From an optimization exercise on the open Yosys and OpenROAD flow, aimed at small area; shortcuts taken in it are not production practice. RTL that was checked went through simulation tests only; none was proved equivalent to the original. Power and IR drop assume default switching activity.

==> run C: inputs <==
==> flow/design.v (excerpt) <==
module eth_prbs_top (
	input logic clock,
	input logic reset,
	input logic start,
	input frame_pkg::mac_t dest_mac,
	input frame_pkg::mac_t src_mac,
	input frame_pkg::ether_type_t ether_type,
	output logic tvalid,
	input logic tready,
	output frame_pkg::beat_t tdata,
	output frame_pkg::keep_t tkeep,
	output logic tlast,
	output logic busy,
	input logic rx_valid,
	input frame_pkg::beat_t rx_data,
	input frame_pkg::keep_t rx_keep,
	input logic rx_last,
	output frame_pkg::mac_t rx_dest_mac,
	output frame_pkg::mac_t rx_src_mac,
	output frame_pkg::ether_type_t rx_ether_type,
	output logic header_valid,
	output logic frame_done,
	output logic frame_error,
	output logic [15:0] error_count
);
clock: 9.0 ns
lec_check: 0
cap_margin: 20
core_margin: 2
core_utilization: 40
slew_margin: 20
standard.sh (not shown) runs the stock make flow with config.mk's settings and CLKGATE_MAP_FILE= SYNTH_SCRIPT=/design/flow/synth_recipe.tcl, a recipe that flattens the netlist after the stock synthesis.
==> flow/flow/run.sh <==
#!/bin/bash
# Standard layout, with the port buffers made from the smallest buffer cell.
set -euo pipefail
bash standard.sh BUFFER_PORTS_ARGS="-buffer_cell sky130_fd_sc_hd__buf_1" finish > standard_make.log 2>&1
==> run D (differences from run C) <==
Settings changed: CORE_UTILIZATION 40 to 65.
==> results.txt <==
- Non-clock buffer count: run C is higher than run D (7).
- Register-to-register slack is about the same in run C and run D.
- In synthesized area, run D and run C do not differ.
- In sequential power, run C and run D hardly differ.
- First-iteration DRC count: run C is smaller than run D (about 40%).
- Hold slack: run D is higher than run C (0.0093 ns).
Function was not checked in any run of this note: the RTL went through the layout flow alone.

---

==> tundra <==
eth_prbs_top, a different RTL version from the one above (not shown whole).
export LEC_CHECK = 0
export CAP_MARGIN = 20
export CORE_MARGIN = 2
export CORE_UTILIZATION = 50
export SLEW_MARGIN = 20
create_clock -name core_clock -period 9.0 [get_ports {clock}]
==> flow/flow/run.sh <==
#!/bin/bash
# Standard layout with three changes:
#  - synthesis maps logic with an area-oriented ABC script (flow/area.abc) instead of ORFS's
#    speed script; everything else in the synthesis is the standard script, so the
#    registers are the same;
#  - port buffers use the smallest buffer cell;
#  - the clock tree uses smaller buffers and no dummy loads.
set -euo pipefail
W=$PWD
# ORFS's synth.tcl with the ABC script swapped after the preamble sets it
sed "s|^source \$::env(SCRIPTS_DIR)/synth_preamble.tcl\$|&\nset abc_args [lreplace \$abc_args 1 1 $W/flow/area.abc]|" \
  "$FLOW_HOME/scripts/synth.tcl" > "$W/synth_orfs_area.tcl"
grep -q "area.abc" "$W/synth_orfs_area.tcl"
# The standard flow's synthesis wrapper, sourcing that copy
sed "s|\$::env(SCRIPTS_DIR)/synth.tcl|$W/synth_orfs_area.tcl|" "$W/synth_recipe.tcl" > "$W/synth_area.tcl"
grep -q "synth_orfs_area.tcl" "$W/synth_area.tcl"
bash standard.sh \
  SYNTH_SCRIPT="$W/synth_area.tcl" \
  BUFFER_PORTS_ARGS="-buffer_cell sky130_fd_sc_hd__buf_1" \
  CTS_ARGS="-sink_clustering_enable -repair_clock_nets -dont_use_dummy_load -buf_list {sky130_fd_sc_hd__clkbuf_4 sky130_fd_sc_hd__clkbuf_8} -sink_clustering_size 18 -sink_clustering_max_diameter 50" \
  finish > standard_make.log 2>&1
==> flow/flow/area.abc <==
strash
dc2
dch -f
map -a
amap
topo
==> ember (differences from tundra) <==
--- a/flow/flow/run.sh
+++ b/flow/flow/run.sh
@@ -18,4 +18,4 @@
   SYNTH_SCRIPT="$W/synth_area.tcl" \
   BUFFER_PORTS_ARGS="-buffer_cell sky130_fd_sc_hd__buf_1" \
-  CTS_ARGS="-sink_clustering_enable -repair_clock_nets -dont_use_dummy_load -buf_list {sky130_fd_sc_hd__clkbuf_4 sky130_fd_sc_hd__clkbuf_8} -sink_clustering_size 18 -sink_clustering_max_diameter 50" \
+  CTS_ARGS="-sink_clustering_enable -repair_clock_nets -dont_use_dummy_load -buf_list {sky130_fd_sc_hd__clkbuf_4 sky130_fd_sc_hd__clkbuf_8} -sink_clustering_buffer sky130_fd_sc_hd__clkbuf_4 -sink_clustering_size 10 -sink_clustering_max_diameter 35" \
   finish > standard_make.log 2>&1
==> flow/flow/area.abc (replaced) <==
strash
dc2
dch -f
map -a
amap
strash
dch -f
map -a
amap
topo
- CELL_PAD_IN_SITES_DETAIL_PLACEMENT: unset -> 1
- CELL_PAD_IN_SITES_GLOBAL_PLACEMENT: unset -> 1
- PLACE_DENSITY: unset -> 0.72
==> lagoon (differences from tundra) <==
- CELL_PAD_IN_SITES_DETAIL_PLACEMENT: unset -> 1
- CELL_PAD_IN_SITES_GLOBAL_PLACEMENT: unset -> 1
- CORE_UTILIZATION: 50 -> 45
==> willow (differences from tundra) <==
--- a/flow/flow/run.sh
+++ b/flow/flow/run.sh
@@ -18,4 +18,4 @@
   SYNTH_SCRIPT="$W/synth_area.tcl" \
   BUFFER_PORTS_ARGS="-buffer_cell sky130_fd_sc_hd__buf_1" \
-  CTS_ARGS="-sink_clustering_enable -repair_clock_nets -dont_use_dummy_load -buf_list {sky130_fd_sc_hd__clkbuf_4 sky130_fd_sc_hd__clkbuf_8} -sink_clustering_size 18 -sink_clustering_max_diameter 50" \
+  CTS_ARGS="-sink_clustering_enable -repair_clock_nets -dont_use_dummy_load -buf_list {sky130_fd_sc_hd__clkbuf_4 sky130_fd_sc_hd__clkbuf_8} -sink_clustering_buffer sky130_fd_sc_hd__clkbuf_4 -sink_clustering_size 10 -sink_clustering_max_diameter 35" \
   finish > standard_make.log 2>&1
- CELL_PAD_IN_SITES_DETAIL_PLACEMENT: unset -> 1
- CELL_PAD_IN_SITES_GLOBAL_PLACEMENT: unset -> 1
- PLACE_DENSITY: unset -> 0.72
==> comparison table <==
Total global routing track utilization: lagoon 28.8%; ember 31.8%; willow 34.8%; tundra 29.4%
Placement Rows: lagoon 66; ember 62; willow 62; tundra 62
Clock net power: lagoon 0.862 mW; ember 0.806 mW; willow 0.822 mW; tundra 0.838 mW
Fraction of power consumed by combinational cells: lagoon 19.0%; ember 19.5%; willow 19.9%; tundra 18.8%
Area fraction in compound gates after synthesis: lagoon 20.3%; ember 20.2%; willow 20.3%; tundra 20.3%
Antenna Diode Count: lagoon 0; ember 2; willow 0; tundra 1
Detailed route wirelength on metal3: lagoon 4860 um; ember 4530 um; willow 4450 um; tundra 4600 um
Stages on worst setup path: lagoon 22; ember 22; willow 22; tundra 23
Number of DRC markers after the initial detailed-route iteration: lagoon 1470; ember 1720; willow 1713; tundra 1699
Origin of the worst min-delay path: lagoon capture.hdr_work[12][4]; ember capture.hdr_work[6][0]; willow capture.hdr_work[3][4]; tundra capture.hdr_work[11][4]
Detail-routed net length per standard cell: lagoon 24.9 um; ember 24.9 um; willow 27.3 um; tundra 23.6 um
Number of placed cells counting well taps: lagoon 2007; ember 1966; willow 1951; tundra 1949
Fraction of power consumed by the clock network: lagoon 22.7%; ember 21.5%; willow 21.7%; tundra 22.4%
Die footprint: lagoon 0.0340 mm^2; ember 0.0307 mm^2; willow 0.0307 mm^2; tundra 0.0307 mm^2
Die X: lagoon 184 um; ember 175 um; willow 175 um; tundra 175 um
Final worst-path cycle share: lagoon 84.7%; ember 84.6%; willow 85.3%; tundra 83.8%
Power per standard cell area: lagoon 222 mW/mm^2; ember 222 mW/mm^2; willow 224 mW/mm^2; tundra 220 mW/mm^2
Outcome: lagoon no timing/DRC/antenna violations; ember no timing/DRC/antenna violations; willow no timing/DRC/antenna violations; tundra no timing/DRC/antenna violations
Clkbuf count: lagoon 35; ember 53; willow 53; tundra 34
Largest incremental delay on the critical path: lagoon 600 ps; ember 590 ps; willow 610 ps; tundra 550 ps
Wire length after detailed routing: lagoon 50900 um; ember 50300 um; willow 54700 um; tundra 46800 um
Crit path time final: lagoon 7620 ps; ember 7610 ps; willow 7680 ps; tundra 7540 ps
Final setup margin: lagoon 1380 ps; ember 1390 ps; willow 1320 ps; tundra 1460 ps

port drivers added, routing unchanged:
No port has a modelled driver above. Below, the same layouts with a new extraction and two added sets of constraints.
Step 1, drivers: a clkbuf_16 drives clock and a buf_2 each remaining input, both assumed.
Step 2 moves the port delays by t, midway between the first and last clock arrival at a register: inputs arrive t later, outputs are due t later. That takes back most of the time a late clock gives input paths.
Three values: no drivers, after step 1, after step 2; two values: the first two.
run | t, ns | setup slack, ns | latest minus earliest clock arrival (ns) | slew at the worst register clock pin (ns) | worst data-port slew with drivers (ns)
run C | 0.605 | 2.366 / 2.389 / 1.785 | 0.022 / 0.023 | 0.07 / 0.07 | 0.07
run D | 0.564 | 2.359 / 2.386 / 1.822 | 0.022 / 0.022 | 0.07 / 0.07 | 0.09
tundra | 0.570 | 1.462 / 1.488 / 0.918 | 0.100 / 0.100 | 0.11 / 0.11 | 0.08
ember | 0.585 | 1.387 / 1.413 / 0.828 | 0.118 / 0.118 | 0.11 / 0.11 | 0.08
lagoon | 0.560 | 1.377 / 1.404 / 0.844 | 0.086 / 0.086 | 0.11 / 0.11 | 0.07
willow | 0.594 | 1.320 / 1.334 / 0.741 | 0.086 / 0.085 | 0.11 / 0.11 | 0.07
After both steps every run listed still meets setup and hold. The setup slack of run C, which loses most, moves by +0.023 ns with the drivers and by -0.581 ns with both steps.
